Context: an optimization exercise on an open-source flow, tuned for small area, a short achievable clock period and few clock cycles per item. The choices shown serve that exercise and are no tape-out recipe. In this exercise RTL edits were held to simulation tests only and were not proved equivalent to the original.

==> flow/design.v (outline; a module is shown in full before it is edited, if it fits) <==
// module mdu: 205 lines
// module mdu_rca: 15 lines
// module mdu_cneg: 14 lines
// module mdu_ltu: 13 lines
// module mdu_mtree: 551 lines
module mdu (
   input  logic        clk,
   input  logic        rst_n,
   input  logic        start,
   input  logic [3:0]  opMDU,
   input  logic [31:0] SrcA,
   input  logic [31:0] SrcB,
   output logic        busy,
   output logic        stall_req,
   output logic [31:0] HI,
   output logic [31:0] LO
);
  // ...
==> flow/run.sh <==
#!/bin/bash
# synth_recipe.tcl (not shown) runs the flow's synth.tcl, then flattens the netlist and writes it again
# the make line also repeats each setting of config.mk as NAME=value (left out here)
make -C /OpenROAD-flow-scripts/flow DESIGN_CONFIG=/design/flow/config.mk WORK_HOME=/design/flow/orfs CLKGATE_MAP_FILE= SYNTH_SCRIPT=/design/flow/synth_recipe.tcl finish
==> flow/config.mk <==
export PLATFORM = sky130hd
export DESIGN_NAME = mdu
export DESIGN_NICKNAME = mdu
export VERILOG_FILES = /design/flow/design.v
export SDC_FILE = /design/flow/constraint.sdc
export NUM_CORES = 4
export LEC_CHECK = 0
export CAP_MARGIN = 20
export CORE_MARGIN = 2
export CORE_UTILIZATION = 40
export SLEW_MARGIN = 20
==> flow/constraint.sdc <==
create_clock -name core_clock -period 105.0 [get_ports {clk}]
set_input_delay 21.0000 -clock core_clock [delete_from_list [all_inputs] [get_ports {clk}]]
set_output_delay 21.0000 -clock core_clock [all_outputs]
set_load 0.01 [all_outputs]
==> results.toml, run 1 <==
[route]
drt_iter0_markers = 3882
met2WireLength_um = 51200
dr_total_vias = 26500

[status]
outcome = "no timing/DRC/antenna violations"

[critical_path]
path_buf_inv = 2
cp_slowest_cell = "clkdlybuf4s50_1"
path_class = "in2out"
crit_top_cell = "clkdlybuf4s50_1"
arrival_ns = 22.72

[cells_and_area]
final_common_cell = "inv_1"
area_delta_synth_final_pct = 9.44
insertedDiodeCount = 1
multiInputGateArea_um2 = 22800
final_cell_mix = "429 x inv_1, 327 x fa_1, 306 x a22oi_1, 295 x xnor2_1, 217 x ha_1"

[yosys]
synth-compound-area-share = 0.200
synth_top_family_by_area = "adder cells"
async_reset_ff_frac = 0.371

[clock_network]
clock_sinks = 175

[floorplanning]
die_w_um = 276
die_area_um2 = 76400

[sta]
period_share = 0.416
fmax_mhz = 22.9
finalHoldViolCount = 0

[grt]
use_met1 = 0.420

[placed_design]
hpwlAfterDp_um = 88500

[hold_path]
hold_end = "r_cnt[0]"
Testbench counts, summed over its fixed seeds: cycles 34,922, items 12,000.
==> module mdu, before the edit <==
module mdu (
   input  logic        clk,
   input  logic        rst_n,
   input  logic        start,
   input  logic [3:0]  opMDU,
   input  logic [31:0] SrcA,
   input  logic [31:0] SrcB,
   output logic        busy,
   output logic        stall_req,
   output logic [31:0] HI,
   output logic [31:0] LO
);
   localparam int SD = 2;    
   logic w_isMult, w_isMultu, w_isDiv, w_isDivu, w_isMul, w_isDv, w_isMD;
   assign w_isMult  = (opMDU == 4'd1);
   assign w_isMultu = (opMDU == 4'd2);
   assign w_isDiv   = (opMDU == 4'd3);
   assign w_isDivu  = (opMDU == 4'd4);
   assign w_isMul   = w_isMult | w_isMultu;
   assign w_isDv    = w_isDiv | w_isDivu;
   assign w_isMD    = w_isMul | w_isDv;
   logic r_busy;
   logic w_go;
   assign w_go = start & ~r_busy;
   logic [31:0] r_hi, r_lo;
   logic [32:0] r_m;       
   logic [32:0] r_a;       
   logic [31:0] r_p;       
   logic        r_yp;      
   logic        r_yx;      
   logic [1:0]  r_n;       
   logic [3:0]  r_cnt;     
   logic        r_dv;      
   logic        r_sq, r_sr;  
   logic        r_dci;     
   function automatic logic [1:0] ngrp(input logic [31:0] x, input logic sgn);
      logic e;
      e = sgn & x[31];
      if (x[31:15] == {17{e}}) ngrp = 2'd1;
      else if (x[31] == e)     ngrp = 2'd2;
      else                     ngrp = 2'd3;
   endfunction
   logic [1:0]  w_nA, w_nB, w_nMin;
   logic        w_swap;
   logic [31:0] w_x, w_y;
   assign w_nA   = ngrp(SrcA, w_isMult);
   assign w_nB   = ngrp(SrcB, w_isMult);
   assign w_swap = (w_nA < w_nB);
   assign w_x    = w_swap ? SrcB : SrcA;
   assign w_y    = w_swap ? SrcA : SrcB;
   assign w_nMin = w_swap ? w_nA : w_nB;
   logic        w_sA, w_sB;
   logic [31:0] w_absA, w_bx;
   logic        w_dz, w_q0, w_c24, w_c16, w_c8;
   assign w_sA   = w_isDiv & SrcA[31];
   assign w_sB   = w_isDiv & SrcB[31];
   mdu_cneg u_negA (.x(SrcA), .n(w_sA), .y(w_absA));
   assign w_bx   = SrcB ^ {32{~w_sB}};
   assign w_dz   = (SrcB == 32'd0);
   mdu_ltu u_lt0  (.a(w_absA),                  .nb(w_bx), .ci(~w_sB), .lt(w_q0));
   mdu_ltu u_lt24 (.a({8'd0,  w_absA[31:8]}),  .nb(w_bx), .ci(~w_sB), .lt(w_c24));
   mdu_ltu u_lt16 (.a({16'd0, w_absA[31:16]}), .nb(w_bx), .ci(~w_sB), .lt(w_c16));
   mdu_ltu u_lt8  (.a({24'd0, w_absA[31:24]}), .nb(w_bx), .ci(~w_sB), .lt(w_c8));
   logic [32:0] w_dvR;
   logic [31:0] w_dvQ;
   logic [3:0]  w_dvCnt;
   always_comb begin
      if (w_c24) begin
         w_dvR = {9'd0, w_absA[31:8]};  w_dvQ = {w_absA[7:0], 24'd0};
         w_dvCnt = 4'(8/SD - 1);
      end else if (w_c16) begin
         w_dvR = {17'd0, w_absA[31:16]}; w_dvQ = {w_absA[15:0], 16'd0};
         w_dvCnt = 4'(16/SD - 1);
      end else if (w_c8) begin
         w_dvR = {25'd0, w_absA[31:24]}; w_dvQ = {w_absA[23:0], 8'd0};
         w_dvCnt = 4'(24/SD - 1);
      end else begin
         w_dvR = 33'd0; w_dvQ = w_absA;
         w_dvCnt = 4'(32/SD - 1);
      end
   end
   localparam int TW = 50;
   logic        w_ext;
   logic [15:0] w_yb;
   logic [16:0] w_yw;
   assign w_ext = (r_n == 2'd3) & (r_cnt == 4'd0);
   assign w_yb  = w_ext ? {16{r_yx}} : r_p[15:0];
   assign w_yw  = {w_yb, r_yp};
   logic [33:0]   w_pp [8];
   logic [7:0]    w_neg;
   logic [33:0]   w_mx;
   assign w_mx = {r_m[32], r_m};
   for (genvar i = 0; i < 8; i++) begin : g_booth
      logic b0, b1, b2, one, two;
      logic [33:0] pv;
      assign b0  = w_yw[2*i];
      assign b1  = w_yw[2*i+1];
      assign b2  = w_yw[2*i+2];
      assign one = b1 ^ b0;
      assign two = (b2 & ~b1 & ~b0) | (~b2 & b1 & b0);
      assign w_neg[i] = b2;
      assign pv  = (({34{one}} & w_mx) | ({34{two}} & {w_mx[32:0], 1'b0})) ^ {34{b2}};
      assign w_pp[i] = {~pv[33], pv[32:0]};
   end
   logic [TW-1:0] w_t;
   mdu_mtree u_tree (
      .acc({~r_a[32], r_a[31:0]}),
      .pp0(w_pp[0]), .pp1(w_pp[1]), .pp2(w_pp[2]), .pp3(w_pp[3]),
      .pp4(w_pp[4]), .pp5(w_pp[5]), .pp6(w_pp[6]), .pp7(w_pp[7]),
      .neg(w_neg), .t(w_t));
   logic [63:0] w_prod;
   always_comb begin
      case (r_n)
         2'd1:    w_prod = {{(64-TW){w_t[TW-1]}}, w_t};
         2'd2:    w_prod = {w_t[47:0], r_p[31:16]};
         default: w_prod = {w_t[31:0], r_p};
      endcase
   end
   logic [32:0] w_sr [SD+1];
   logic [31:0] w_sq [SD+1];
   logic [32:0] w_dn;
   assign w_sr[0] = r_a;
   assign w_sq[0] = r_p;
   assign w_dn    = {1'b1, r_m[31:0]};
   for (genvar s = 0; s < SD; s++) begin : g_dstep
      logic [32:0] rr, df;
      logic        cy;
      assign rr = {w_sr[s][31:0], w_sq[s][31]};
      mdu_rca #(.W(33)) u_sub (.a(rr), .b(w_dn), .ci(r_dci), .s(df), .co(cy));
      assign w_sr[s+1] = cy ? df : rr;
      assign w_sq[s+1] = {w_sq[s][30:0], cy};
   end
   logic [32:0] w_dR;
   logic [31:0] w_dQ;
   assign w_dR = w_sr[SD];
   assign w_dQ = w_sq[SD];
   logic [31:0] w_divHi, w_divLo;
   mdu_cneg u_negR (.x(w_dR[31:0]), .n(r_sr), .y(w_divHi));
   mdu_cneg u_negQ (.x(w_dQ), .n(r_sq), .y(w_divLo));
   logic w_acc_md, w_last;
   assign w_acc_md = w_go & w_isMD & ~(w_isDv & (w_dz | w_q0));
   assign w_last   = r_busy & (r_cnt == 4'd0);
   always_ff @(posedge clk or negedge rst_n) begin
      if (!rst_n) r_busy <= 1'b0;
      else if (w_acc_md) r_busy <= 1'b1;
      else if (w_last) r_busy <= 1'b0;
   end
   always_ff @(posedge clk) begin
      if (!r_busy) begin
         r_dv <= w_isDv;
         r_sq <= w_sA ^ w_sB;
         r_sr <= w_sA;
         r_dci <= ~w_sB;
         r_yp <= 1'b0;
         r_yx <= w_isMult & w_y[31];
         r_n  <= w_nMin;
         if (w_isDv) begin
            r_m   <= {1'b1, w_bx};
            r_a   <= w_dvR;
            r_p   <= w_dvQ;
            r_cnt <= w_dvCnt;
         end else begin
            r_m   <= {w_isMult & w_x[31], w_x};
            r_a   <= 33'd0;
            r_p   <= w_y;
            r_cnt <= 4'(w_nMin - 2'd1);
         end
      end else begin
         r_cnt <= r_cnt - 4'd1;
         if (r_dv) begin
            r_a <= w_dR;
            r_p <= w_dQ;
         end else begin
            r_a  <= w_t[48:16];
            r_p  <= {w_t[15:0], r_p[31:16]};
            r_yp <= w_yb[15];
         end
      end
   end
   always_ff @(posedge clk or negedge rst_n) begin
      if (!rst_n) begin
         r_hi <= 32'd0;
         r_lo <= 32'd0;
      end else if (w_last) begin
         if (r_dv) begin
            r_hi <= w_divHi;
            r_lo <= w_divLo;
         end else begin
            r_hi <= w_prod[63:32];
            r_lo <= w_prod[31:0];
         end
      end else if (w_go) begin
         if (opMDU == 4'd5 || (w_isDv && !w_dz && w_q0))
            r_hi <= SrcA;
         if (opMDU == 4'd6)
            r_lo <= SrcA;
         else if (w_isDv && !w_dz && w_q0)
            r_lo <= 32'd0;
      end
   end
   assign busy      = r_busy;
   assign stall_req = r_busy | (start & w_isMD);
   assign HI        = r_hi;
   assign LO        = r_lo;
endmodule
==> module mdu_mtree, before the edit <==
module mdu_mtree (
   input  logic [32:0] acc,
   input  logic [33:0] pp0,
   input  logic [33:0] pp1,
   input  logic [33:0] pp2,
   input  logic [33:0] pp3,
   input  logic [33:0] pp4,
   input  logic [33:0] pp5,
   input  logic [33:0] pp6,
   input  logic [33:0] pp7,
   input  logic [7:0]  neg,
   output logic [49:0] t
);
   wire hs1 = acc[14] ^ pp0[14];
   wire hc2 = acc[14] & pp0[14];
   wire hs3 = acc[15] ^ pp0[15];
   wire hc4 = acc[15] & pp0[15];
   wire hs5 = acc[16] ^ pp0[16];
   wire hc6 = acc[16] & pp0[16];
   wire hs7 = acc[17] ^ pp0[17];
   wire hc8 = acc[17] & pp0[17];
   wire hs9 = acc[18] ^ pp0[18];
   wire hc10 = acc[18] & pp0[18];
   wire hs11 = acc[19] ^ pp0[19];
   wire hc12 = acc[19] & pp0[19];
   wire hs13 = acc[20] ^ pp0[20];
   wire hc14 = acc[20] & pp0[20];
   wire hs15 = acc[21] ^ pp0[21];
   wire hc16 = acc[21] & pp0[21];
   wire hs17 = acc[22] ^ pp0[22];
   wire hc18 = acc[22] & pp0[22];
   wire hs19 = acc[23] ^ pp0[23];
   wire hc20 = acc[23] & pp0[23];
   wire hs21 = acc[24] ^ pp0[24];
   wire hc22 = acc[24] & pp0[24];
   wire hs23 = acc[25] ^ pp0[25];
   wire hc24 = acc[25] & pp0[25];
   wire hs25 = acc[26] ^ pp0[26];
   wire hc26 = acc[26] & pp0[26];
   wire hs27 = acc[27] ^ pp0[27];
   wire hc28 = acc[27] & pp0[27];
   wire hs29 = acc[28] ^ pp0[28];
   wire hc30 = acc[28] & pp0[28];
   wire hs31 = acc[29] ^ pp0[29];
   wire hc32 = acc[29] & pp0[29];
   wire hs33 = acc[30] ^ pp0[30];
   wire hc34 = acc[30] & pp0[30];
   wire hs35 = acc[31] ^ pp0[31];
   wire hc36 = acc[31] & pp0[31];
   wire fs37 = acc[32] ^ pp0[32] ^ pp1[30];
   wire fc38 = (acc[32] & pp0[32]) | (acc[32] & pp1[30]) | (pp0[32] & pp1[30]);
   wire hs39 = acc[8] ^ pp0[8];
   wire hc40 = acc[8] & pp0[8];
   wire hs41 = acc[9] ^ pp0[9];
   wire hc42 = acc[9] & pp0[9];
   wire fs43 = acc[10] ^ pp0[10] ^ pp1[8];
   wire fc44 = (acc[10] & pp0[10]) | (acc[10] & pp1[8]) | (pp0[10] & pp1[8]);
   wire hs45 = pp2[6] ^ pp3[4];
   wire hc46 = pp2[6] & pp3[4];
   wire fs47 = acc[11] ^ pp0[11] ^ pp1[9];
   wire fc48 = (acc[11] & pp0[11]) | (acc[11] & pp1[9]) | (pp0[11] & pp1[9]);
   wire hs49 = pp2[7] ^ pp3[5];
   wire hc50 = pp2[7] & pp3[5];
   wire fs51 = acc[12] ^ pp0[12] ^ pp1[10];
   wire fc52 = (acc[12] & pp0[12]) | (acc[12] & pp1[10]) | (pp0[12] & pp1[10]);
   wire fs53 = pp2[8] ^ pp3[6] ^ pp4[4];
   wire fc54 = (pp2[8] & pp3[6]) | (pp2[8] & pp4[4]) | (pp3[6] & pp4[4]);
   wire hs55 = pp5[2] ^ pp6[0];
   wire hc56 = pp5[2] & pp6[0];
   wire fs57 = acc[13] ^ pp0[13] ^ pp1[11];
   wire fc58 = (acc[13] & pp0[13]) | (acc[13] & pp1[11]) | (pp0[13] & pp1[11]);
   wire fs59 = pp2[9] ^ pp3[7] ^ pp4[5];
   wire fc60 = (pp2[9] & pp3[7]) | (pp2[9] & pp4[5]) | (pp3[7] & pp4[5]);
   wire hs61 = pp5[3] ^ pp6[1];
   wire hc62 = pp5[3] & pp6[1];
   wire fs63 = hs1 ^ pp1[12] ^ pp2[10];
   wire fc64 = (hs1 & pp1[12]) | (hs1 & pp2[10]) | (pp1[12] & pp2[10]);
   wire fs65 = pp3[8] ^ pp4[6] ^ pp5[4];
   wire fc66 = (pp3[8] & pp4[6]) | (pp3[8] & pp5[4]) | (pp4[6] & pp5[4]);
   wire fs67 = pp6[2] ^ pp7[0] ^ neg[7];
   wire fc68 = (pp6[2] & pp7[0]) | (pp6[2] & neg[7]) | (pp7[0] & neg[7]);
   wire fs69 = hs3 ^ pp1[13] ^ pp2[11];
   wire fc70 = (hs3 & pp1[13]) | (hs3 & pp2[11]) | (pp1[13] & pp2[11]);
   wire fs71 = pp3[9] ^ pp4[7] ^ pp5[5];
   wire fc72 = (pp3[9] & pp4[7]) | (pp3[9] & pp5[5]) | (pp4[7] & pp5[5]);
   wire fs73 = pp6[3] ^ pp7[1] ^ hc2;
   wire fc74 = (pp6[3] & pp7[1]) | (pp6[3] & hc2) | (pp7[1] & hc2);
   wire fs75 = hs5 ^ pp1[14] ^ pp2[12];
   wire fc76 = (hs5 & pp1[14]) | (hs5 & pp2[12]) | (pp1[14] & pp2[12]);
   wire fs77 = pp3[10] ^ pp4[8] ^ pp5[6];
   wire fc78 = (pp3[10] & pp4[8]) | (pp3[10] & pp5[6]) | (pp4[8] & pp5[6]);
   wire fs79 = pp6[4] ^ pp7[2] ^ hc4;
   wire fc80 = (pp6[4] & pp7[2]) | (pp6[4] & hc4) | (pp7[2] & hc4);
   wire fs81 = hs7 ^ pp1[15] ^ pp2[13];
   wire fc82 = (hs7 & pp1[15]) | (hs7 & pp2[13]) | (pp1[15] & pp2[13]);
   wire fs83 = pp3[11] ^ pp4[9] ^ pp5[7];
   wire fc84 = (pp3[11] & pp4[9]) | (pp3[11] & pp5[7]) | (pp4[9] & pp5[7]);
   wire fs85 = pp6[5] ^ pp7[3] ^ hc6;
   wire fc86 = (pp6[5] & pp7[3]) | (pp6[5] & hc6) | (pp7[3] & hc6);
   wire fs87 = hs9 ^ pp1[16] ^ pp2[14];
   wire fc88 = (hs9 & pp1[16]) | (hs9 & pp2[14]) | (pp1[16] & pp2[14]);
   wire fs89 = pp3[12] ^ pp4[10] ^ pp5[8];
   wire fc90 = (pp3[12] & pp4[10]) | (pp3[12] & pp5[8]) | (pp4[10] & pp5[8]);
   wire fs91 = pp6[6] ^ pp7[4] ^ hc8;
   wire fc92 = (pp6[6] & pp7[4]) | (pp6[6] & hc8) | (pp7[4] & hc8);
   wire fs93 = hs11 ^ pp1[17] ^ pp2[15];
   wire fc94 = (hs11 & pp1[17]) | (hs11 & pp2[15]) | (pp1[17] & pp2[15]);
   wire fs95 = pp3[13] ^ pp4[11] ^ pp5[9];
   wire fc96 = (pp3[13] & pp4[11]) | (pp3[13] & pp5[9]) | (pp4[11] & pp5[9]);
   wire fs97 = pp6[7] ^ pp7[5] ^ hc10;
   wire fc98 = (pp6[7] & pp7[5]) | (pp6[7] & hc10) | (pp7[5] & hc10);
   wire fs99 = hs13 ^ pp1[18] ^ pp2[16];
   wire fc100 = (hs13 & pp1[18]) | (hs13 & pp2[16]) | (pp1[18] & pp2[16]);
   wire fs101 = pp3[14] ^ pp4[12] ^ pp5[10];
   wire fc102 = (pp3[14] & pp4[12]) | (pp3[14] & pp5[10]) | (pp4[12] & pp5[10]);
   wire fs103 = pp6[8] ^ pp7[6] ^ hc12;
   wire fc104 = (pp6[8] & pp7[6]) | (pp6[8] & hc12) | (pp7[6] & hc12);
   wire fs105 = hs15 ^ pp1[19] ^ pp2[17];
   wire fc106 = (hs15 & pp1[19]) | (hs15 & pp2[17]) | (pp1[19] & pp2[17]);
   wire fs107 = pp3[15] ^ pp4[13] ^ pp5[11];
   wire fc108 = (pp3[15] & pp4[13]) | (pp3[15] & pp5[11]) | (pp4[13] & pp5[11]);
   wire fs109 = pp6[9] ^ pp7[7] ^ hc14;
   wire fc110 = (pp6[9] & pp7[7]) | (pp6[9] & hc14) | (pp7[7] & hc14);
   wire fs111 = hs17 ^ pp1[20] ^ pp2[18];
   wire fc112 = (hs17 & pp1[20]) | (hs17 & pp2[18]) | (pp1[20] & pp2[18]);
   wire fs113 = pp3[16] ^ pp4[14] ^ pp5[12];
   wire fc114 = (pp3[16] & pp4[14]) | (pp3[16] & pp5[12]) | (pp4[14] & pp5[12]);
   wire fs115 = pp6[10] ^ pp7[8] ^ hc16;
   wire fc116 = (pp6[10] & pp7[8]) | (pp6[10] & hc16) | (pp7[8] & hc16);
   wire fs117 = hs19 ^ pp1[21] ^ pp2[19];
   wire fc118 = (hs19 & pp1[21]) | (hs19 & pp2[19]) | (pp1[21] & pp2[19]);
   wire fs119 = pp3[17] ^ pp4[15] ^ pp5[13];
   wire fc120 = (pp3[17] & pp4[15]) | (pp3[17] & pp5[13]) | (pp4[15] & pp5[13]);
   wire fs121 = pp6[11] ^ pp7[9] ^ hc18;
   wire fc122 = (pp6[11] & pp7[9]) | (pp6[11] & hc18) | (pp7[9] & hc18);
   wire fs123 = hs21 ^ pp1[22] ^ pp2[20];
   wire fc124 = (hs21 & pp1[22]) | (hs21 & pp2[20]) | (pp1[22] & pp2[20]);
   wire fs125 = pp3[18] ^ pp4[16] ^ pp5[14];
   wire fc126 = (pp3[18] & pp4[16]) | (pp3[18] & pp5[14]) | (pp4[16] & pp5[14]);
   wire fs127 = pp6[12] ^ pp7[10] ^ hc20;
   wire fc128 = (pp6[12] & pp7[10]) | (pp6[12] & hc20) | (pp7[10] & hc20);
   wire fs129 = hs23 ^ pp1[23] ^ pp2[21];
   wire fc130 = (hs23 & pp1[23]) | (hs23 & pp2[21]) | (pp1[23] & pp2[21]);
   wire fs131 = pp3[19] ^ pp4[17] ^ pp5[15];
   wire fc132 = (pp3[19] & pp4[17]) | (pp3[19] & pp5[15]) | (pp4[17] & pp5[15]);
   wire fs133 = pp6[13] ^ pp7[11] ^ hc22;
   wire fc134 = (pp6[13] & pp7[11]) | (pp6[13] & hc22) | (pp7[11] & hc22);
   wire fs135 = hs25 ^ pp1[24] ^ pp2[22];
   wire fc136 = (hs25 & pp1[24]) | (hs25 & pp2[22]) | (pp1[24] & pp2[22]);
   wire fs137 = pp3[20] ^ pp4[18] ^ pp5[16];
   wire fc138 = (pp3[20] & pp4[18]) | (pp3[20] & pp5[16]) | (pp4[18] & pp5[16]);
   wire fs139 = pp6[14] ^ pp7[12] ^ hc24;
   wire fc140 = (pp6[14] & pp7[12]) | (pp6[14] & hc24) | (pp7[12] & hc24);
   wire fs141 = hs27 ^ pp1[25] ^ pp2[23];
   wire fc142 = (hs27 & pp1[25]) | (hs27 & pp2[23]) | (pp1[25] & pp2[23]);
   wire fs143 = pp3[21] ^ pp4[19] ^ pp5[17];
   wire fc144 = (pp3[21] & pp4[19]) | (pp3[21] & pp5[17]) | (pp4[19] & pp5[17]);
   wire fs145 = pp6[15] ^ pp7[13] ^ hc26;
   wire fc146 = (pp6[15] & pp7[13]) | (pp6[15] & hc26) | (pp7[13] & hc26);
   wire fs147 = hs29 ^ pp1[26] ^ pp2[24];
   wire fc148 = (hs29 & pp1[26]) | (hs29 & pp2[24]) | (pp1[26] & pp2[24]);
   wire fs149 = pp3[22] ^ pp4[20] ^ pp5[18];
   wire fc150 = (pp3[22] & pp4[20]) | (pp3[22] & pp5[18]) | (pp4[20] & pp5[18]);
   wire fs151 = pp6[16] ^ pp7[14] ^ hc28;
   wire fc152 = (pp6[16] & pp7[14]) | (pp6[16] & hc28) | (pp7[14] & hc28);
   wire fs153 = hs31 ^ pp1[27] ^ pp2[25];
   wire fc154 = (hs31 & pp1[27]) | (hs31 & pp2[25]) | (pp1[27] & pp2[25]);
   wire fs155 = pp3[23] ^ pp4[21] ^ pp5[19];
   wire fc156 = (pp3[23] & pp4[21]) | (pp3[23] & pp5[19]) | (pp4[21] & pp5[19]);
   wire fs157 = pp6[17] ^ pp7[15] ^ hc30;
   wire fc158 = (pp6[17] & pp7[15]) | (pp6[17] & hc30) | (pp7[15] & hc30);
   wire fs159 = hs33 ^ pp1[28] ^ pp2[26];
   wire fc160 = (hs33 & pp1[28]) | (hs33 & pp2[26]) | (pp1[28] & pp2[26]);
   wire fs161 = pp3[24] ^ pp4[22] ^ pp5[20];
   wire fc162 = (pp3[24] & pp4[22]) | (pp3[24] & pp5[20]) | (pp4[22] & pp5[20]);
   wire fs163 = pp6[18] ^ pp7[16] ^ hc32;
   wire fc164 = (pp6[18] & pp7[16]) | (pp6[18] & hc32) | (pp7[16] & hc32);
   wire fs165 = hs35 ^ pp1[29] ^ pp2[27];
   wire fc166 = (hs35 & pp1[29]) | (hs35 & pp2[27]) | (pp1[29] & pp2[27]);
   wire fs167 = pp3[25] ^ pp4[23] ^ pp5[21];
   wire fc168 = (pp3[25] & pp4[23]) | (pp3[25] & pp5[21]) | (pp4[23] & pp5[21]);
   wire fs169 = pp6[19] ^ pp7[17] ^ hc34;
   wire fc170 = (pp6[19] & pp7[17]) | (pp6[19] & hc34) | (pp7[17] & hc34);
   wire fs171 = fs37 ^ pp2[28] ^ pp3[26];
   wire fc172 = (fs37 & pp2[28]) | (fs37 & pp3[26]) | (pp2[28] & pp3[26]);
   wire fs173 = pp4[24] ^ pp5[22] ^ pp6[20];
   wire fc174 = (pp4[24] & pp5[22]) | (pp4[24] & pp6[20]) | (pp5[22] & pp6[20]);
   wire fs175 = pp7[18] ^ 1'b1 ^ hc36;
   wire fc176 = (pp7[18] & 1'b1) | (pp7[18] & hc36) | (1'b1 & hc36);
   wire fs177 = pp0[33] ^ pp1[31] ^ pp2[29];
   wire fc178 = (pp0[33] & pp1[31]) | (pp0[33] & pp2[29]) | (pp1[31] & pp2[29]);
   wire fs179 = pp3[27] ^ pp4[25] ^ pp5[23];
   wire fc180 = (pp3[27] & pp4[25]) | (pp3[27] & pp5[23]) | (pp4[25] & pp5[23]);
   wire fs181 = pp6[21] ^ pp7[19] ^ fc38;
   wire fc182 = (pp6[21] & pp7[19]) | (pp6[21] & fc38) | (pp7[19] & fc38);
   wire fs183 = pp1[32] ^ pp2[30] ^ pp3[28];
   wire fc184 = (pp1[32] & pp2[30]) | (pp1[32] & pp3[28]) | (pp2[30] & pp3[28]);
   wire fs185 = pp4[26] ^ pp5[24] ^ pp6[22];
   wire fc186 = (pp4[26] & pp5[24]) | (pp4[26] & pp6[22]) | (pp5[24] & pp6[22]);
   wire hs187 = pp7[20] ^ 1'b1;
   wire hc188 = pp7[20] & 1'b1;
   wire fs189 = pp1[33] ^ pp2[31] ^ pp3[29];
   wire fc190 = (pp1[33] & pp2[31]) | (pp1[33] & pp3[29]) | (pp2[31] & pp3[29]);
   wire fs191 = pp4[27] ^ pp5[25] ^ pp6[23];
   wire fc192 = (pp4[27] & pp5[25]) | (pp4[27] & pp6[23]) | (pp5[25] & pp6[23]);
   wire fs193 = pp2[32] ^ pp3[30] ^ pp4[28];
   wire fc194 = (pp2[32] & pp3[30]) | (pp2[32] & pp4[28]) | (pp3[30] & pp4[28]);
   wire hs195 = pp5[26] ^ pp6[24];
   wire hc196 = pp5[26] & pp6[24];
   wire fs197 = pp2[33] ^ pp3[31] ^ pp4[29];
   wire fc198 = (pp2[33] & pp3[31]) | (pp2[33] & pp4[29]) | (pp3[31] & pp4[29]);
   wire hs199 = pp3[32] ^ pp4[30];
   wire hc200 = pp3[32] & pp4[30];
   wire hs201 = acc[4] ^ pp0[4];
   wire hc202 = acc[4] & pp0[4];
   wire hs203 = acc[5] ^ pp0[5];
   wire hc204 = acc[5] & pp0[5];
   wire fs205 = acc[6] ^ pp0[6] ^ pp1[4];
   wire fc206 = (acc[6] & pp0[6]) | (acc[6] & pp1[4]) | (pp0[6] & pp1[4]);
   wire hs207 = pp2[2] ^ pp3[0];
   wire hc208 = pp2[2] & pp3[0];
   wire fs209 = acc[7] ^ pp0[7] ^ pp1[5];
   wire fc210 = (acc[7] & pp0[7]) | (acc[7] & pp1[5]) | (pp0[7] & pp1[5]);
   wire hs211 = pp2[3] ^ pp3[1];
   wire hc212 = pp2[3] & pp3[1];
   wire fs213 = hs39 ^ pp1[6] ^ pp2[4];
   wire fc214 = (hs39 & pp1[6]) | (hs39 & pp2[4]) | (pp1[6] & pp2[4]);
   wire fs215 = pp3[2] ^ pp4[0] ^ neg[4];
   wire fc216 = (pp3[2] & pp4[0]) | (pp3[2] & neg[4]) | (pp4[0] & neg[4]);
   wire fs217 = hs41 ^ pp1[7] ^ pp2[5];
   wire fc218 = (hs41 & pp1[7]) | (hs41 & pp2[5]) | (pp1[7] & pp2[5]);
   wire fs219 = pp3[3] ^ pp4[1] ^ hc40;
   wire fc220 = (pp3[3] & pp4[1]) | (pp3[3] & hc40) | (pp4[1] & hc40);
   wire fs221 = fs43 ^ hs45 ^ pp4[2];
   wire fc222 = (fs43 & hs45) | (fs43 & pp4[2]) | (hs45 & pp4[2]);
   wire fs223 = pp5[0] ^ neg[5] ^ hc42;
   wire fc224 = (pp5[0] & neg[5]) | (pp5[0] & hc42) | (neg[5] & hc42);
   wire fs225 = fs47 ^ hs49 ^ pp4[3];
   wire fc226 = (fs47 & hs49) | (fs47 & pp4[3]) | (hs49 & pp4[3]);
   wire fs227 = pp5[1] ^ fc44 ^ hc46;
   wire fc228 = (pp5[1] & fc44) | (pp5[1] & hc46) | (fc44 & hc46);
   wire fs229 = fs51 ^ fs53 ^ hs55;
   wire fc230 = (fs51 & fs53) | (fs51 & hs55) | (fs53 & hs55);
   wire fs231 = neg[6] ^ fc48 ^ hc50;
   wire fc232 = (neg[6] & fc48) | (neg[6] & hc50) | (fc48 & hc50);
   wire fs233 = fs57 ^ fs59 ^ hs61;
   wire fc234 = (fs57 & fs59) | (fs57 & hs61) | (fs59 & hs61);
   wire fs235 = fc52 ^ fc54 ^ hc56;
   wire fc236 = (fc52 & fc54) | (fc52 & hc56) | (fc54 & hc56);
   wire fs237 = fs63 ^ fs65 ^ fs67;
   wire fc238 = (fs63 & fs65) | (fs63 & fs67) | (fs65 & fs67);
   wire fs239 = fc58 ^ fc60 ^ hc62;
   wire fc240 = (fc58 & fc60) | (fc58 & hc62) | (fc60 & hc62);
   wire fs241 = fs69 ^ fs71 ^ fs73;
   wire fc242 = (fs69 & fs71) | (fs69 & fs73) | (fs71 & fs73);
   wire fs243 = fc64 ^ fc66 ^ fc68;
   wire fc244 = (fc64 & fc66) | (fc64 & fc68) | (fc66 & fc68);
   wire fs245 = fs75 ^ fs77 ^ fs79;
   wire fc246 = (fs75 & fs77) | (fs75 & fs79) | (fs77 & fs79);
   wire fs247 = fc70 ^ fc72 ^ fc74;
   wire fc248 = (fc70 & fc72) | (fc70 & fc74) | (fc72 & fc74);
   wire fs249 = fs81 ^ fs83 ^ fs85;
   wire fc250 = (fs81 & fs83) | (fs81 & fs85) | (fs83 & fs85);
   wire fs251 = fc76 ^ fc78 ^ fc80;
   wire fc252 = (fc76 & fc78) | (fc76 & fc80) | (fc78 & fc80);
   wire fs253 = fs87 ^ fs89 ^ fs91;
   wire fc254 = (fs87 & fs89) | (fs87 & fs91) | (fs89 & fs91);
   wire fs255 = fc82 ^ fc84 ^ fc86;
   wire fc256 = (fc82 & fc84) | (fc82 & fc86) | (fc84 & fc86);
   wire fs257 = fs93 ^ fs95 ^ fs97;
   wire fc258 = (fs93 & fs95) | (fs93 & fs97) | (fs95 & fs97);
   wire fs259 = fc88 ^ fc90 ^ fc92;
   wire fc260 = (fc88 & fc90) | (fc88 & fc92) | (fc90 & fc92);
   wire fs261 = fs99 ^ fs101 ^ fs103;
   wire fc262 = (fs99 & fs101) | (fs99 & fs103) | (fs101 & fs103);
   wire fs263 = fc94 ^ fc96 ^ fc98;
   wire fc264 = (fc94 & fc96) | (fc94 & fc98) | (fc96 & fc98);
   wire fs265 = fs105 ^ fs107 ^ fs109;
   wire fc266 = (fs105 & fs107) | (fs105 & fs109) | (fs107 & fs109);
   wire fs267 = fc100 ^ fc102 ^ fc104;
   wire fc268 = (fc100 & fc102) | (fc100 & fc104) | (fc102 & fc104);
   wire fs269 = fs111 ^ fs113 ^ fs115;
   wire fc270 = (fs111 & fs113) | (fs111 & fs115) | (fs113 & fs115);
   wire fs271 = fc106 ^ fc108 ^ fc110;
   wire fc272 = (fc106 & fc108) | (fc106 & fc110) | (fc108 & fc110);
   wire fs273 = fs117 ^ fs119 ^ fs121;
   wire fc274 = (fs117 & fs119) | (fs117 & fs121) | (fs119 & fs121);
   wire fs275 = fc112 ^ fc114 ^ fc116;
   wire fc276 = (fc112 & fc114) | (fc112 & fc116) | (fc114 & fc116);
   wire fs277 = fs123 ^ fs125 ^ fs127;
   wire fc278 = (fs123 & fs125) | (fs123 & fs127) | (fs125 & fs127);
   wire fs279 = fc118 ^ fc120 ^ fc122;
   wire fc280 = (fc118 & fc120) | (fc118 & fc122) | (fc120 & fc122);
   wire fs281 = fs129 ^ fs131 ^ fs133;
   wire fc282 = (fs129 & fs131) | (fs129 & fs133) | (fs131 & fs133);
   wire fs283 = fc124 ^ fc126 ^ fc128;
   wire fc284 = (fc124 & fc126) | (fc124 & fc128) | (fc126 & fc128);
   wire fs285 = fs135 ^ fs137 ^ fs139;
   wire fc286 = (fs135 & fs137) | (fs135 & fs139) | (fs137 & fs139);
   wire fs287 = fc130 ^ fc132 ^ fc134;
   wire fc288 = (fc130 & fc132) | (fc130 & fc134) | (fc132 & fc134);
   wire fs289 = fs141 ^ fs143 ^ fs145;
   wire fc290 = (fs141 & fs143) | (fs141 & fs145) | (fs143 & fs145);
   wire fs291 = fc136 ^ fc138 ^ fc140;
   wire fc292 = (fc136 & fc138) | (fc136 & fc140) | (fc138 & fc140);
   wire fs293 = fs147 ^ fs149 ^ fs151;
   wire fc294 = (fs147 & fs149) | (fs147 & fs151) | (fs149 & fs151);
   wire fs295 = fc142 ^ fc144 ^ fc146;
   wire fc296 = (fc142 & fc144) | (fc142 & fc146) | (fc144 & fc146);
   wire fs297 = fs153 ^ fs155 ^ fs157;
   wire fc298 = (fs153 & fs155) | (fs153 & fs157) | (fs155 & fs157);
   wire fs299 = fc148 ^ fc150 ^ fc152;
   wire fc300 = (fc148 & fc150) | (fc148 & fc152) | (fc150 & fc152);
   wire fs301 = fs159 ^ fs161 ^ fs163;
   wire fc302 = (fs159 & fs161) | (fs159 & fs163) | (fs161 & fs163);
   wire fs303 = fc154 ^ fc156 ^ fc158;
   wire fc304 = (fc154 & fc156) | (fc154 & fc158) | (fc156 & fc158);
   wire fs305 = fs165 ^ fs167 ^ fs169;
   wire fc306 = (fs165 & fs167) | (fs165 & fs169) | (fs167 & fs169);
   wire fs307 = fc160 ^ fc162 ^ fc164;
   wire fc308 = (fc160 & fc162) | (fc160 & fc164) | (fc162 & fc164);
   wire fs309 = fs171 ^ fs173 ^ fs175;
   wire fc310 = (fs171 & fs173) | (fs171 & fs175) | (fs173 & fs175);
   wire fs311 = fc166 ^ fc168 ^ fc170;
   wire fc312 = (fc166 & fc168) | (fc166 & fc170) | (fc168 & fc170);
   wire fs313 = fs177 ^ fs179 ^ fs181;
   wire fc314 = (fs177 & fs179) | (fs177 & fs181) | (fs179 & fs181);
   wire fs315 = fc172 ^ fc174 ^ fc176;
   wire fc316 = (fc172 & fc174) | (fc172 & fc176) | (fc174 & fc176);
   wire fs317 = fs183 ^ fs185 ^ hs187;
   wire fc318 = (fs183 & fs185) | (fs183 & hs187) | (fs185 & hs187);
   wire fs319 = fc178 ^ fc180 ^ fc182;
   wire fc320 = (fc178 & fc180) | (fc178 & fc182) | (fc180 & fc182);
   wire fs321 = fs189 ^ fs191 ^ pp7[21];
   wire fc322 = (fs189 & fs191) | (fs189 & pp7[21]) | (fs191 & pp7[21]);
   wire fs323 = fc184 ^ fc186 ^ hc188;
   wire fc324 = (fc184 & fc186) | (fc184 & hc188) | (fc186 & hc188);
   wire fs325 = fs193 ^ hs195 ^ pp7[22];
   wire fc326 = (fs193 & hs195) | (fs193 & pp7[22]) | (hs195 & pp7[22]);
   wire fs327 = 1'b1 ^ fc190 ^ fc192;
   wire fc328 = (1'b1 & fc190) | (1'b1 & fc192) | (fc190 & fc192);
   wire fs329 = fs197 ^ pp5[27] ^ pp6[25];
   wire fc330 = (fs197 & pp5[27]) | (fs197 & pp6[25]) | (pp5[27] & pp6[25]);
   wire fs331 = pp7[23] ^ fc194 ^ hc196;
   wire fc332 = (pp7[23] & fc194) | (pp7[23] & hc196) | (fc194 & hc196);
   wire fs333 = hs199 ^ pp5[28] ^ pp6[26];
   wire fc334 = (hs199 & pp5[28]) | (hs199 & pp6[26]) | (pp5[28] & pp6[26]);
   wire fs335 = pp7[24] ^ 1'b1 ^ fc198;
   wire fc336 = (pp7[24] & 1'b1) | (pp7[24] & fc198) | (1'b1 & fc198);
   wire fs337 = pp3[33] ^ pp4[31] ^ pp5[29];
   wire fc338 = (pp3[33] & pp4[31]) | (pp3[33] & pp5[29]) | (pp4[31] & pp5[29]);
   wire fs339 = pp6[27] ^ pp7[25] ^ hc200;
   wire fc340 = (pp6[27] & pp7[25]) | (pp6[27] & hc200) | (pp7[25] & hc200);
   wire fs341 = pp4[32] ^ pp5[30] ^ pp6[28];
   wire fc342 = (pp4[32] & pp5[30]) | (pp4[32] & pp6[28]) | (pp5[30] & pp6[28]);
   wire hs343 = pp7[26] ^ 1'b1;
   wire hc344 = pp7[26] & 1'b1;
   wire fs345 = pp4[33] ^ pp5[31] ^ pp6[29];
   wire fc346 = (pp4[33] & pp5[31]) | (pp4[33] & pp6[29]) | (pp5[31] & pp6[29]);
   wire hs347 = pp5[32] ^ pp6[30];
   wire hc348 = pp5[32] & pp6[30];
   wire hs349 = acc[2] ^ pp0[2];
   wire hc350 = acc[2] & pp0[2];
   wire hs351 = acc[3] ^ pp0[3];
   wire hc352 = acc[3] & pp0[3];
   wire fs353 = hs201 ^ pp1[2] ^ pp2[0];
   wire fc354 = (hs201 & pp1[2]) | (hs201 & pp2[0]) | (pp1[2] & pp2[0]);
   wire fs355 = hs203 ^ pp1[3] ^ pp2[1];
   wire fc356 = (hs203 & pp1[3]) | (hs203 & pp2[1]) | (pp1[3] & pp2[1]);
   wire fs357 = fs205 ^ hs207 ^ neg[3];
   wire fc358 = (fs205 & hs207) | (fs205 & neg[3]) | (hs207 & neg[3]);
   wire fs359 = fs209 ^ hs211 ^ fc206;
   wire fc360 = (fs209 & hs211) | (fs209 & fc206) | (hs211 & fc206);
   wire fs361 = fs213 ^ fs215 ^ fc210;
   wire fc362 = (fs213 & fs215) | (fs213 & fc210) | (fs215 & fc210);
   wire fs363 = fs217 ^ fs219 ^ fc214;
   wire fc364 = (fs217 & fs219) | (fs217 & fc214) | (fs219 & fc214);
   wire fs365 = fs221 ^ fs223 ^ fc218;
   wire fc366 = (fs221 & fs223) | (fs221 & fc218) | (fs223 & fc218);
   wire fs367 = fs225 ^ fs227 ^ fc222;
   wire fc368 = (fs225 & fs227) | (fs225 & fc222) | (fs227 & fc222);
   wire fs369 = fs229 ^ fs231 ^ fc226;
   wire fc370 = (fs229 & fs231) | (fs229 & fc226) | (fs231 & fc226);
   wire fs371 = fs233 ^ fs235 ^ fc230;
   wire fc372 = (fs233 & fs235) | (fs233 & fc230) | (fs235 & fc230);
   wire fs373 = fs237 ^ fs239 ^ fc234;
   wire fc374 = (fs237 & fs239) | (fs237 & fc234) | (fs239 & fc234);
   wire fs375 = fs241 ^ fs243 ^ fc238;
   wire fc376 = (fs241 & fs243) | (fs241 & fc238) | (fs243 & fc238);
   wire fs377 = fs245 ^ fs247 ^ fc242;
   wire fc378 = (fs245 & fs247) | (fs245 & fc242) | (fs247 & fc242);
   wire fs379 = fs249 ^ fs251 ^ fc246;
   wire fc380 = (fs249 & fs251) | (fs249 & fc246) | (fs251 & fc246);
   wire fs381 = fs253 ^ fs255 ^ fc250;
   wire fc382 = (fs253 & fs255) | (fs253 & fc250) | (fs255 & fc250);
   wire fs383 = fs257 ^ fs259 ^ fc254;
   wire fc384 = (fs257 & fs259) | (fs257 & fc254) | (fs259 & fc254);
   wire fs385 = fs261 ^ fs263 ^ fc258;
   wire fc386 = (fs261 & fs263) | (fs261 & fc258) | (fs263 & fc258);
   wire fs387 = fs265 ^ fs267 ^ fc262;
   wire fc388 = (fs265 & fs267) | (fs265 & fc262) | (fs267 & fc262);
   wire fs389 = fs269 ^ fs271 ^ fc266;
   wire fc390 = (fs269 & fs271) | (fs269 & fc266) | (fs271 & fc266);
   wire fs391 = fs273 ^ fs275 ^ fc270;
   wire fc392 = (fs273 & fs275) | (fs273 & fc270) | (fs275 & fc270);
   wire fs393 = fs277 ^ fs279 ^ fc274;
   wire fc394 = (fs277 & fs279) | (fs277 & fc274) | (fs279 & fc274);
   wire fs395 = fs281 ^ fs283 ^ fc278;
   wire fc396 = (fs281 & fs283) | (fs281 & fc278) | (fs283 & fc278);
   wire fs397 = fs285 ^ fs287 ^ fc282;
   wire fc398 = (fs285 & fs287) | (fs285 & fc282) | (fs287 & fc282);
   wire fs399 = fs289 ^ fs291 ^ fc286;
   wire fc400 = (fs289 & fs291) | (fs289 & fc286) | (fs291 & fc286);
   wire fs401 = fs293 ^ fs295 ^ fc290;
   wire fc402 = (fs293 & fs295) | (fs293 & fc290) | (fs295 & fc290);
   wire fs403 = fs297 ^ fs299 ^ fc294;
   wire fc404 = (fs297 & fs299) | (fs297 & fc294) | (fs299 & fc294);
   wire fs405 = fs301 ^ fs303 ^ fc298;
   wire fc406 = (fs301 & fs303) | (fs301 & fc298) | (fs303 & fc298);
   wire fs407 = fs305 ^ fs307 ^ fc302;
   wire fc408 = (fs305 & fs307) | (fs305 & fc302) | (fs307 & fc302);
   wire fs409 = fs309 ^ fs311 ^ fc306;
   wire fc410 = (fs309 & fs311) | (fs309 & fc306) | (fs311 & fc306);
   wire fs411 = fs313 ^ fs315 ^ fc310;
   wire fc412 = (fs313 & fs315) | (fs313 & fc310) | (fs315 & fc310);
   wire fs413 = fs317 ^ fs319 ^ fc314;
   wire fc414 = (fs317 & fs319) | (fs317 & fc314) | (fs319 & fc314);
   wire fs415 = fs321 ^ fs323 ^ fc318;
   wire fc416 = (fs321 & fs323) | (fs321 & fc318) | (fs323 & fc318);
   wire fs417 = fs325 ^ fs327 ^ fc322;
   wire fc418 = (fs325 & fs327) | (fs325 & fc322) | (fs327 & fc322);
   wire fs419 = fs329 ^ fs331 ^ fc326;
   wire fc420 = (fs329 & fs331) | (fs329 & fc326) | (fs331 & fc326);
   wire fs421 = fs333 ^ fs335 ^ fc330;
   wire fc422 = (fs333 & fs335) | (fs333 & fc330) | (fs335 & fc330);
   wire fs423 = fs337 ^ fs339 ^ fc334;
   wire fc424 = (fs337 & fs339) | (fs337 & fc334) | (fs339 & fc334);
   wire fs425 = fs341 ^ hs343 ^ fc338;
   wire fc426 = (fs341 & hs343) | (fs341 & fc338) | (hs343 & fc338);
   wire fs427 = fs345 ^ pp7[27] ^ fc342;
   wire fc428 = (fs345 & pp7[27]) | (fs345 & fc342) | (pp7[27] & fc342);
   wire fs429 = hs347 ^ pp7[28] ^ 1'b1;
   wire fc430 = (hs347 & pp7[28]) | (hs347 & 1'b1) | (pp7[28] & 1'b1);
   wire fs431 = pp5[33] ^ pp6[31] ^ pp7[29];
   wire fc432 = (pp5[33] & pp6[31]) | (pp5[33] & pp7[29]) | (pp6[31] & pp7[29]);
   wire hs433 = pp6[32] ^ pp7[30];
   wire hc434 = pp6[32] & pp7[30];
   wire hs435 = acc[0] ^ pp0[0];
   wire hc436 = acc[0] & pp0[0];
   wire hs437 = acc[1] ^ pp0[1];
   wire hc438 = acc[1] & pp0[1];
   wire fs439 = hs349 ^ pp1[0] ^ neg[1];
   wire fc440 = (hs349 & pp1[0]) | (hs349 & neg[1]) | (pp1[0] & neg[1]);
   wire fs441 = hs351 ^ pp1[1] ^ hc350;
   wire fc442 = (hs351 & pp1[1]) | (hs351 & hc350) | (pp1[1] & hc350);
   wire fs443 = fs353 ^ neg[2] ^ hc352;
   wire fc444 = (fs353 & neg[2]) | (fs353 & hc352) | (neg[2] & hc352);
   wire fs445 = fs355 ^ hc202 ^ fc354;
   wire fc446 = (fs355 & hc202) | (fs355 & fc354) | (hc202 & fc354);
   wire fs447 = fs357 ^ hc204 ^ fc356;
   wire fc448 = (fs357 & hc204) | (fs357 & fc356) | (hc204 & fc356);
   wire fs449 = fs359 ^ hc208 ^ fc358;
   wire fc450 = (fs359 & hc208) | (fs359 & fc358) | (hc208 & fc358);
   wire fs451 = fs361 ^ hc212 ^ fc360;
   wire fc452 = (fs361 & hc212) | (fs361 & fc360) | (hc212 & fc360);
   wire fs453 = fs363 ^ fc216 ^ fc362;
   wire fc454 = (fs363 & fc216) | (fs363 & fc362) | (fc216 & fc362);
   wire fs455 = fs365 ^ fc220 ^ fc364;
   wire fc456 = (fs365 & fc220) | (fs365 & fc364) | (fc220 & fc364);
   wire fs457 = fs367 ^ fc224 ^ fc366;
   wire fc458 = (fs367 & fc224) | (fs367 & fc366) | (fc224 & fc366);
   wire fs459 = fs369 ^ fc228 ^ fc368;
   wire fc460 = (fs369 & fc228) | (fs369 & fc368) | (fc228 & fc368);
   wire fs461 = fs371 ^ fc232 ^ fc370;
   wire fc462 = (fs371 & fc232) | (fs371 & fc370) | (fc232 & fc370);
   wire fs463 = fs373 ^ fc236 ^ fc372;
   wire fc464 = (fs373 & fc236) | (fs373 & fc372) | (fc236 & fc372);
   wire fs465 = fs375 ^ fc240 ^ fc374;
   wire fc466 = (fs375 & fc240) | (fs375 & fc374) | (fc240 & fc374);
   wire fs467 = fs377 ^ fc244 ^ fc376;
   wire fc468 = (fs377 & fc244) | (fs377 & fc376) | (fc244 & fc376);
   wire fs469 = fs379 ^ fc248 ^ fc378;
   wire fc470 = (fs379 & fc248) | (fs379 & fc378) | (fc248 & fc378);
   wire fs471 = fs381 ^ fc252 ^ fc380;
   wire fc472 = (fs381 & fc252) | (fs381 & fc380) | (fc252 & fc380);
   wire fs473 = fs383 ^ fc256 ^ fc382;
   wire fc474 = (fs383 & fc256) | (fs383 & fc382) | (fc256 & fc382);
   wire fs475 = fs385 ^ fc260 ^ fc384;
   wire fc476 = (fs385 & fc260) | (fs385 & fc384) | (fc260 & fc384);
   wire fs477 = fs387 ^ fc264 ^ fc386;
   wire fc478 = (fs387 & fc264) | (fs387 & fc386) | (fc264 & fc386);
   wire fs479 = fs389 ^ fc268 ^ fc388;
   wire fc480 = (fs389 & fc268) | (fs389 & fc388) | (fc268 & fc388);
   wire fs481 = fs391 ^ fc272 ^ fc390;
   wire fc482 = (fs391 & fc272) | (fs391 & fc390) | (fc272 & fc390);
   wire fs483 = fs393 ^ fc276 ^ fc392;
   wire fc484 = (fs393 & fc276) | (fs393 & fc392) | (fc276 & fc392);
   wire fs485 = fs395 ^ fc280 ^ fc394;
   wire fc486 = (fs395 & fc280) | (fs395 & fc394) | (fc280 & fc394);
   wire fs487 = fs397 ^ fc284 ^ fc396;
   wire fc488 = (fs397 & fc284) | (fs397 & fc396) | (fc284 & fc396);
   wire fs489 = fs399 ^ fc288 ^ fc398;
   wire fc490 = (fs399 & fc288) | (fs399 & fc398) | (fc288 & fc398);
   wire fs491 = fs401 ^ fc292 ^ fc400;
   wire fc492 = (fs401 & fc292) | (fs401 & fc400) | (fc292 & fc400);
   wire fs493 = fs403 ^ fc296 ^ fc402;
   wire fc494 = (fs403 & fc296) | (fs403 & fc402) | (fc296 & fc402);
   wire fs495 = fs405 ^ fc300 ^ fc404;
   wire fc496 = (fs405 & fc300) | (fs405 & fc404) | (fc300 & fc404);
   wire fs497 = fs407 ^ fc304 ^ fc406;
   wire fc498 = (fs407 & fc304) | (fs407 & fc406) | (fc304 & fc406);
   wire fs499 = fs409 ^ fc308 ^ fc408;
   wire fc500 = (fs409 & fc308) | (fs409 & fc408) | (fc308 & fc408);
   wire fs501 = fs411 ^ fc312 ^ fc410;
   wire fc502 = (fs411 & fc312) | (fs411 & fc410) | (fc312 & fc410);
   wire fs503 = fs413 ^ fc316 ^ fc412;
   wire fc504 = (fs413 & fc316) | (fs413 & fc412) | (fc316 & fc412);
   wire fs505 = fs415 ^ fc320 ^ fc414;
   wire fc506 = (fs415 & fc320) | (fs415 & fc414) | (fc320 & fc414);
   wire fs507 = fs417 ^ fc324 ^ fc416;
   wire fc508 = (fs417 & fc324) | (fs417 & fc416) | (fc324 & fc416);
   wire fs509 = fs419 ^ fc328 ^ fc418;
   wire fc510 = (fs419 & fc328) | (fs419 & fc418) | (fc328 & fc418);
   wire fs511 = fs421 ^ fc332 ^ fc420;
   wire fc512 = (fs421 & fc332) | (fs421 & fc420) | (fc332 & fc420);
   wire fs513 = fs423 ^ fc336 ^ fc422;
   wire fc514 = (fs423 & fc336) | (fs423 & fc422) | (fc336 & fc422);
   wire fs515 = fs425 ^ fc340 ^ fc424;
   wire fc516 = (fs425 & fc340) | (fs425 & fc424) | (fc340 & fc424);
   wire fs517 = fs427 ^ hc344 ^ fc426;
   wire fc518 = (fs427 & hc344) | (fs427 & fc426) | (hc344 & fc426);
   wire fs519 = fs429 ^ fc346 ^ fc428;
   wire fc520 = (fs429 & fc346) | (fs429 & fc428) | (fc346 & fc428);
   wire fs521 = fs431 ^ hc348 ^ fc430;
   wire fc522 = (fs431 & hc348) | (fs431 & fc430) | (hc348 & fc430);
   wire fs523 = hs433 ^ 1'b1 ^ fc432;
   wire fc524 = (hs433 & 1'b1) | (hs433 & fc432) | (1'b1 & fc432);
   wire fs525 = pp6[33] ^ pp7[31] ^ hc434;
   wire fc526 = (pp6[33] & pp7[31]) | (pp6[33] & hc434) | (pp7[31] & hc434);
   wire hs527 = pp7[32] ^ 1'b1;
   wire hc528 = pp7[32] & 1'b1;
   logic [49:0] xa, xb;
   assign xa = {1'b1, 1'b1, pp7[33], hs527, fs525, fs523, fs521, fs519, fs517, fs515, fs513, fs511, fs509, fs507, fs505, fs503, fs501, fs499, fs497, fs495, fs493, fs491, fs489, fs487, fs485, fs483, fs481, fs479, fs477, fs475, fs473, fs471, fs469, fs467, fs465, fs463, fs461, fs459, fs457, fs455, fs453, fs451, fs449, fs447, fs445, fs443, fs441, fs439, hs437, hs435};
   assign xb = {1'b0, 1'b0, hc528, fc526, fc524, fc522, fc520, fc518, fc516, fc514, fc512, fc510, fc508, fc506, fc504, fc502, fc500, fc498, fc496, fc494, fc492, fc490, fc488, fc486, fc484, fc482, fc480, fc478, fc476, fc474, fc472, fc470, fc468, fc466, fc464, fc462, fc460, fc458, fc456, fc454, fc452, fc450, fc448, fc446, fc444, fc442, fc440, hc438, hc436, neg[0]};
   logic [50:0] c;
   assign c[0] = 1'b0;
   for (genvar i = 0; i < 50; i++) begin : g_cpa
      assign t[i]   = xa[i] ^ xb[i] ^ c[i];
      assign c[i+1] = (xa[i] & xb[i]) | ((xa[i] ^ xb[i]) & c[i]);
   end
endmodule
==> run 2: changes to the inputs <==
--- a/flow/design.v
+++ b/flow/design.v
@@ -85,11 +85,11 @@
    logic [16:0] w_yw;
    assign w_ext = (r_n == 2'd3) & (r_cnt == 4'd0);
    assign w_yb  = w_ext ? {16{r_yx}} : r_p[15:0];
-   assign w_yw  = {w_yb, r_yp};
+   assign w_yw  = r_busy ? {w_yb, r_yp} : {w_y[15:0], 1'b0};
    logic [33:0]   w_pp [8];
    logic [7:0]    w_neg;
    logic [33:0]   w_mx;
-   assign w_mx = {r_m[32], r_m};
+   assign w_mx = r_busy ? {r_m[32], r_m} : {{2{w_isMult & w_x[31]}}, w_x};
    for (genvar i = 0; i < 8; i++) begin : g_booth
       logic b0, b1, b2, one, two;
       logic [33:0] pv;
@@ -104,17 +104,15 @@
    end
    logic [TW-1:0] w_t;
    mdu_mtree u_tree (
-      .acc({~r_a[32], r_a[31:0]}),
+      .acc(r_busy ? {~r_a[32], r_a[31:0]} : {1'b1, 32'd0}),
       .pp0(w_pp[0]), .pp1(w_pp[1]), .pp2(w_pp[2]), .pp3(w_pp[3]),
       .pp4(w_pp[4]), .pp5(w_pp[5]), .pp6(w_pp[6]), .pp7(w_pp[7]),
       .neg(w_neg), .t(w_t));
    logic [63:0] w_prod;
    always_comb begin
-      case (r_n)
-         2'd1:    w_prod = {{(64-TW){w_t[TW-1]}}, w_t};
-         2'd2:    w_prod = {w_t[47:0], r_p[31:16]};
-         default: w_prod = {w_t[31:0], r_p};
-      endcase
+      if (!r_busy)           w_prod = {{(64-TW){w_t[TW-1]}}, w_t};
+      else if (r_n == 2'd2)  w_prod = {w_t[47:0], r_p[31:16]};
+      else                   w_prod = {w_t[31:0], r_p};
    end
    logic [32:0] w_sr [SD+1];
    logic [31:0] w_sq [SD+1];
@@ -137,8 +135,9 @@
    logic [31:0] w_divHi, w_divLo;
    mdu_cneg u_negR (.x(w_dR[31:0]), .n(r_sr), .y(w_divHi));
    mdu_cneg u_negQ (.x(w_dQ), .n(r_sq), .y(w_divLo));
-   logic w_acc_md, w_last;
-   assign w_acc_md = w_go & w_isMD & ~(w_isDv & (w_dz | w_q0));
+   logic w_acc_md, w_last, w_mul1;
+   assign w_mul1   = w_isMul & (w_nMin == 2'd1);
+   assign w_acc_md = w_go & w_isMD & ~(w_isDv & (w_dz | w_q0)) & ~w_mul1;
    assign w_last   = r_busy & (r_cnt == 4'd0);
    always_ff @(posedge clk or negedge rst_n) begin
       if (!rst_n) r_busy <= 1'b0;
@@ -151,7 +150,6 @@
          r_sq <= w_sA ^ w_sB;
          r_sr <= w_sA;
          r_dci <= ~w_sB;
-         r_yp <= 1'b0;
          r_yx <= w_isMult & w_y[31];
          r_n  <= w_nMin;
          if (w_isDv) begin
@@ -161,9 +159,10 @@
             r_cnt <= w_dvCnt;
          end else begin
             r_m   <= {w_isMult & w_x[31], w_x};
-            r_a   <= 33'd0;
-            r_p   <= w_y;
-            r_cnt <= 4'(w_nMin - 2'd1);
+            r_a   <= w_t[48:16];
+            r_p   <= {w_t[15:0], w_y[31:16]};
+            r_yp  <= w_y[15];
+            r_cnt <= 4'(w_nMin - 2'd2);
          end
       end else begin
          r_cnt <= r_cnt - 4'd1;
@@ -189,6 +188,9 @@
             r_hi <= w_prod[63:32];
             r_lo <= w_prod[31:0];
          end
+      end else if (w_go && w_mul1) begin
+         r_hi <= w_prod[63:32];
+         r_lo <= w_prod[31:0];
       end else if (w_go) begin
          if (opMDU == 4'd5 || (w_isDv && !w_dz && w_q0))
             r_hi <= SrcA;
@@ -789,10 +791,71 @@
    logic [49:0] xa, xb;
    assign xa = {1'b1, 1'b1, pp7[33], hs527, fs525, fs523, fs521, fs519, fs517, fs515, fs513, fs511, fs509, fs507, fs505, fs503, fs501, fs499, fs497, fs495, fs493, fs491, fs489, fs487, fs485, fs483, fs481, fs479, fs477, fs475, fs473, fs471, fs469, fs467, fs465, fs463, fs461, fs459, fs457, fs455, fs453, fs451, fs449, fs447, fs445, fs443, fs441, fs439, hs437, hs435};
    assign xb = {1'b0, 1'b0, hc528, fc526, fc524, fc522, fc520, fc518, fc516, fc514, fc512, fc510, fc508, fc506, fc504, fc502, fc500, fc498, fc496, fc494, fc492, fc490, fc488, fc486, fc484, fc482, fc480, fc478, fc476, fc474, fc472, fc470, fc468, fc466, fc464, fc462, fc460, fc458, fc456, fc454, fc452, fc450, fc448, fc446, fc444, fc442, fc440, hc438, hc436, neg[0]};
-   logic [50:0] c;
-   assign c[0] = 1'b0;
-   for (genvar i = 0; i < 50; i++) begin : g_cpa
-      assign t[i]   = xa[i] ^ xb[i] ^ c[i];
-      assign c[i+1] = (xa[i] & xb[i]) | ((xa[i] ^ xb[i]) & c[i]);
+   logic [5:0] bc;
+   assign bc[0] = 1'b0;
+   logic [10:0] k0c;
+   logic [9:0] k0s;
+   assign k0c[0] = 1'b0;
+   for (genvar i = 0; i < 10; i++) begin : g_k0
+      assign k0s[i] = xa[0+i] ^ xb[0+i] ^ k0c[i];
+      assign k0c[i+1] = (xa[0+i] & xb[0+i]) | ((xa[0+i] ^ xb[0+i]) & k0c[i]);
    end
+   assign t[9:0] = k0s;
+   assign bc[1] = k0c[10];
+   logic [10:0] k1c;
+   logic [9:0] k1s;
+   assign k1c[0] = 1'b0;
+   for (genvar i = 0; i < 10; i++) begin : g_k1
+      assign k1s[i] = xa[10+i] ^ xb[10+i] ^ k1c[i];
+      assign k1c[i+1] = (xa[10+i] & xb[10+i]) | ((xa[10+i] ^ xb[10+i]) & k1c[i]);
+   end
+   logic [10:0] k1p;
+   assign k1p[0] = 1'b1;
+   for (genvar i = 0; i < 10; i++) begin : g_i1
+      assign t[10+i] = k1s[i] ^ (bc[1] & k1p[i]);
+      assign k1p[i+1] = k1s[i] & k1p[i];
+   end
+   assign bc[2] = k1c[10] | (bc[1] & k1p[10]);
+   logic [10:0] k2c;
+   logic [9:0] k2s;
+   assign k2c[0] = 1'b0;
+   for (genvar i = 0; i < 10; i++) begin : g_k2
+      assign k2s[i] = xa[20+i] ^ xb[20+i] ^ k2c[i];
+      assign k2c[i+1] = (xa[20+i] & xb[20+i]) | ((xa[20+i] ^ xb[20+i]) & k2c[i]);
+   end
+   logic [10:0] k2p;
+   assign k2p[0] = 1'b1;
+   for (genvar i = 0; i < 10; i++) begin : g_i2
+      assign t[20+i] = k2s[i] ^ (bc[2] & k2p[i]);
+      assign k2p[i+1] = k2s[i] & k2p[i];
+   end
+   assign bc[3] = k2c[10] | (bc[2] & k2p[10]);
+   logic [10:0] k3c;
+   logic [9:0] k3s;
+   assign k3c[0] = 1'b0;
+   for (genvar i = 0; i < 10; i++) begin : g_k3
+      assign k3s[i] = xa[30+i] ^ xb[30+i] ^ k3c[i];
+      assign k3c[i+1] = (xa[30+i] & xb[30+i]) | ((xa[30+i] ^ xb[30+i]) & k3c[i]);
+   end
+   logic [10:0] k3p;
+   assign k3p[0] = 1'b1;
+   for (genvar i = 0; i < 10; i++) begin : g_i3
+      assign t[30+i] = k3s[i] ^ (bc[3] & k3p[i]);
+      assign k3p[i+1] = k3s[i] & k3p[i];
+   end
+   assign bc[4] = k3c[10] | (bc[3] & k3p[10]);
+   logic [10:0] k4c;
+   logic [9:0] k4s;
+   assign k4c[0] = 1'b0;
+   for (genvar i = 0; i < 10; i++) begin : g_k4
+      assign k4s[i] = xa[40+i] ^ xb[40+i] ^ k4c[i];
+      assign k4c[i+1] = (xa[40+i] & xb[40+i]) | ((xa[40+i] ^ xb[40+i]) & k4c[i]);
+   end
+   logic [10:0] k4p;
+   assign k4p[0] = 1'b1;
+   for (genvar i = 0; i < 10; i++) begin : g_i4
+      assign t[40+i] = k4s[i] ^ (bc[4] & k4p[i]);
+      assign k4p[i+1] = k4s[i] & k4p[i];
+   end
+   assign bc[5] = k4c[10] | (bc[4] & k4p[10]);
 endmodule
--- a/flow/config.mk
+++ b/flow/config.mk
@@ -5,6 +5,7 @@
 export SDC_FILE = /design/flow/constraint.sdc
 export NUM_CORES = 4
 export LEC_CHECK = 0
+export ABC_AREA = 1
 export CAP_MARGIN = 20
 export CORE_MARGIN = 2
 export CORE_UTILIZATION = 40
==> results.toml, run 2 <==
[clock_network]
clkLatencyLatePin_ns = 0.51
clock_sinks = 175
clockBufferDepth = 2
hold_buffers = 0
path_clk_slew_ns = 0.07
clockRootBuffer = "clkbuf_16"
tritoncts = "built"
cts_setup_buffers = 0
cts_resized = 0
cts_buffers = 17
htree_levels = 4

[sta]
fin_crit_ns = 43.89
setup_violations = 0
slew_headroom = 0.172
finalHoldViolCount = 0
grt_setup_unrepaired = "no"
tns_ns = 0
fmax_mhz = 22.8
whs_ns = 0.470
final_max_slew_viol_count = 0
period_share = 0.418
fin_skew_ns = 0.0189
tightest_slew_ns = 1.24

[yosys]
synth_seq_area_share = 0.135
synth_warnings = 7
synth_commonest_cells = "715 x nand2_1, 646 x inv_1, 387 x xor2_1"
synth.area.top_cells = "fa_1 21%, xor2_1 11%, ha_1 8.9%"
yosysTopAreaCell = "fa_1"
synth_top_flop_cell = "dfxtp_1"
synth_enable_flop_cells = 41
async_reset_ff_frac = 0.371
synth_top_area_share = 0.206
syn_inst = 4192
syn_area_per_cell_um2 = 7.48
yosysMostFrequentCell = "nand2_1"
synth.distinct_cells = 53
ys_ff_latch = 175
synth.net_count = 4808
syn-cell-area_um2 = 31400

[cells_and_area]
postLayoutCellArea_um2 = 34400
final_cell_mix = "710 x nand2_1, 643 x inv_1, 387 x xor2_1, 336 x o21ai_0, 323 x fa_1"
area_delta_synth_final_pct = 9.80
seq_area_um2 = 4240
top_regs = "r_a: 33 flops, r_m: 33 flops"
layout-drive-gt1-share = 0.0528
final_common_cell = "nand2_1"
fin_nets = 4769
fillCellCount = 8003
instances_no_fill = 5208
multiInputGateArea_um2 = 23700

[placed_design]
place_area_um2 = 33800
hpwlAfterDp_um = 106000
port_buffers = 136
dp_cells = 5173
gp_congestion = 1.05

[floorplanning]
start_util = 0.404
die_w_um = 284
die_h_um = 284
core_area_um2 = 77600
io_pins = 137
fp-row-count = 102
die_area_um2 = 80700

[critical_path]
cp-start-kind = "input port"
cp.required_ns = 84.00
path_class = "in2out"
end_kind = "output pin"
worstPathMaxFanout = 5
arrival_ns = 22.89

[route]
dr_total_vias = 30500
wl_per_cell_um = 26.2
drt_first_pass_iters = 6
ant_nets = 0
vias_per_cell = 5.85
drt_iter0_markers = 3765
drc = 0
routed_wirelength_um = 137000

[grt]
grt_pass1_vias = 28700
grt_max_degree = 82
track_usage = 0.335
grt_pass1_wl_um = 199000
antenna_found_initial = 8
grt_overflow = 0

[job]
cap_violations = 0

[hold_path]
min_path_type = "reg2reg"

[status]
outcome = "no timing/DRC/antenna violations"
## run 2: logic make-up after synthesis
kind of cell | Yosys count | synth area share
flops | 175 | 0.135
compound gates | 1011 | 0.191
simple gates | 1055 | 0.138
fa+ha+maj | 545 | 0.295
buf+inv | 963 | 0.116
xor+xnor | 408 | 0.114
mux | 35 | 0.0112
## run 2: metrics by stage
| stage | util | setup WS (ns) |
|---|---|---|
| finish | 0.444 | 61.11 |
| global route | 0.444 | 61.00 |
| detailed placement | 0.436 | 61.12 |
| CTS | 0.443 | 61.12 |
| floorplan | - | 62.21 |
| global placement | 0.436 | 61.14 |
## run 2: final cells by class
| cell class | count | share of cell area |
|---|---|---|
| Clock inverter | 14 | 0.00443 |
| Antenna cell | 2 | 0.000145 |
| Clock buffer | 18 | 0.0127 |
| Timing Repair Buffer | 232 | 0.0609 |
| Multi-Input combinational cell | 3054 | 0.687 |
| Inverter | 673 | 0.0734 |
| Tap cell | 1040 | 0.0378 |
| Sequential cell | 175 | 0.123 |
## run 2: path summary, 6_finish.rpt
kind                          start   endpoint  slack [ns]  cells after the start
setup / recovery           opMDU[0]  stall_req       61.11                      6
hold / removal              r_hi[8]    r_hi[8]        0.47                      2
setup reg to reg            r_p[31]   r_hi[31]       68.07                    111
hold reg to reg             r_hi[8]    r_hi[8]        0.47                      2
max in group asynchronous     rst_n     r_busy       83.76                      2
min in group asynchronous     rst_n   r_lo[13]       20.66                      2
## run 2: per-layer routing
metal  GRT usage  part of all wire
met2       0.475              0.40
met1       0.463              0.41
met5           0           0.00017
met4       0.184             0.064
met3      0.0841              0.12
## run 2: worst max-delay path, cell delays in order
cell	delay [ns]
clkdlybuf4s50_1	0.50
or2_2	0.34
nor2_1	0.24
a21oi_1	0.08
o21ai_0	0.17
clkdlybuf4s50_1	0.55
Testbench counts of run 2, summed over its fixed seeds: cycles 27,140, items 12,000.

==> what the ideal ports hide <==
No port has a modelled driver above. Below, the same layouts with a new extraction and two added sets of constraints.
Step 1 (the two cells are an assumption about what drives the block):
set clk [get_ports {clk}]
set_driving_cell -lib_cell sky130_fd_sc_hd__clkbuf_16 $clk
set_driving_cell -lib_cell sky130_fd_sc_hd__buf_2 [delete_from_list [all_inputs] $clk]
Step 2, shift: input delay + t, output delay - t, t = (earliest + latest rising clock arrival at the registers) / 2. This alone moves slack from input paths to output paths.
a / b / c = ideal ports / drivers / drivers and shift; a / b = the first two.
run | shift t [ns] | setup WS [ns] | worst register clock-pin slew, ns
run 1 | 0.558 | 61.283 / 61.262 / 61.262 | 0.09 / 0.09
run 2 | 0.562 | 61.111 / 61.090 / 61.090 | 0.09 / 0.09
After both steps every run listed still meets setup and hold.
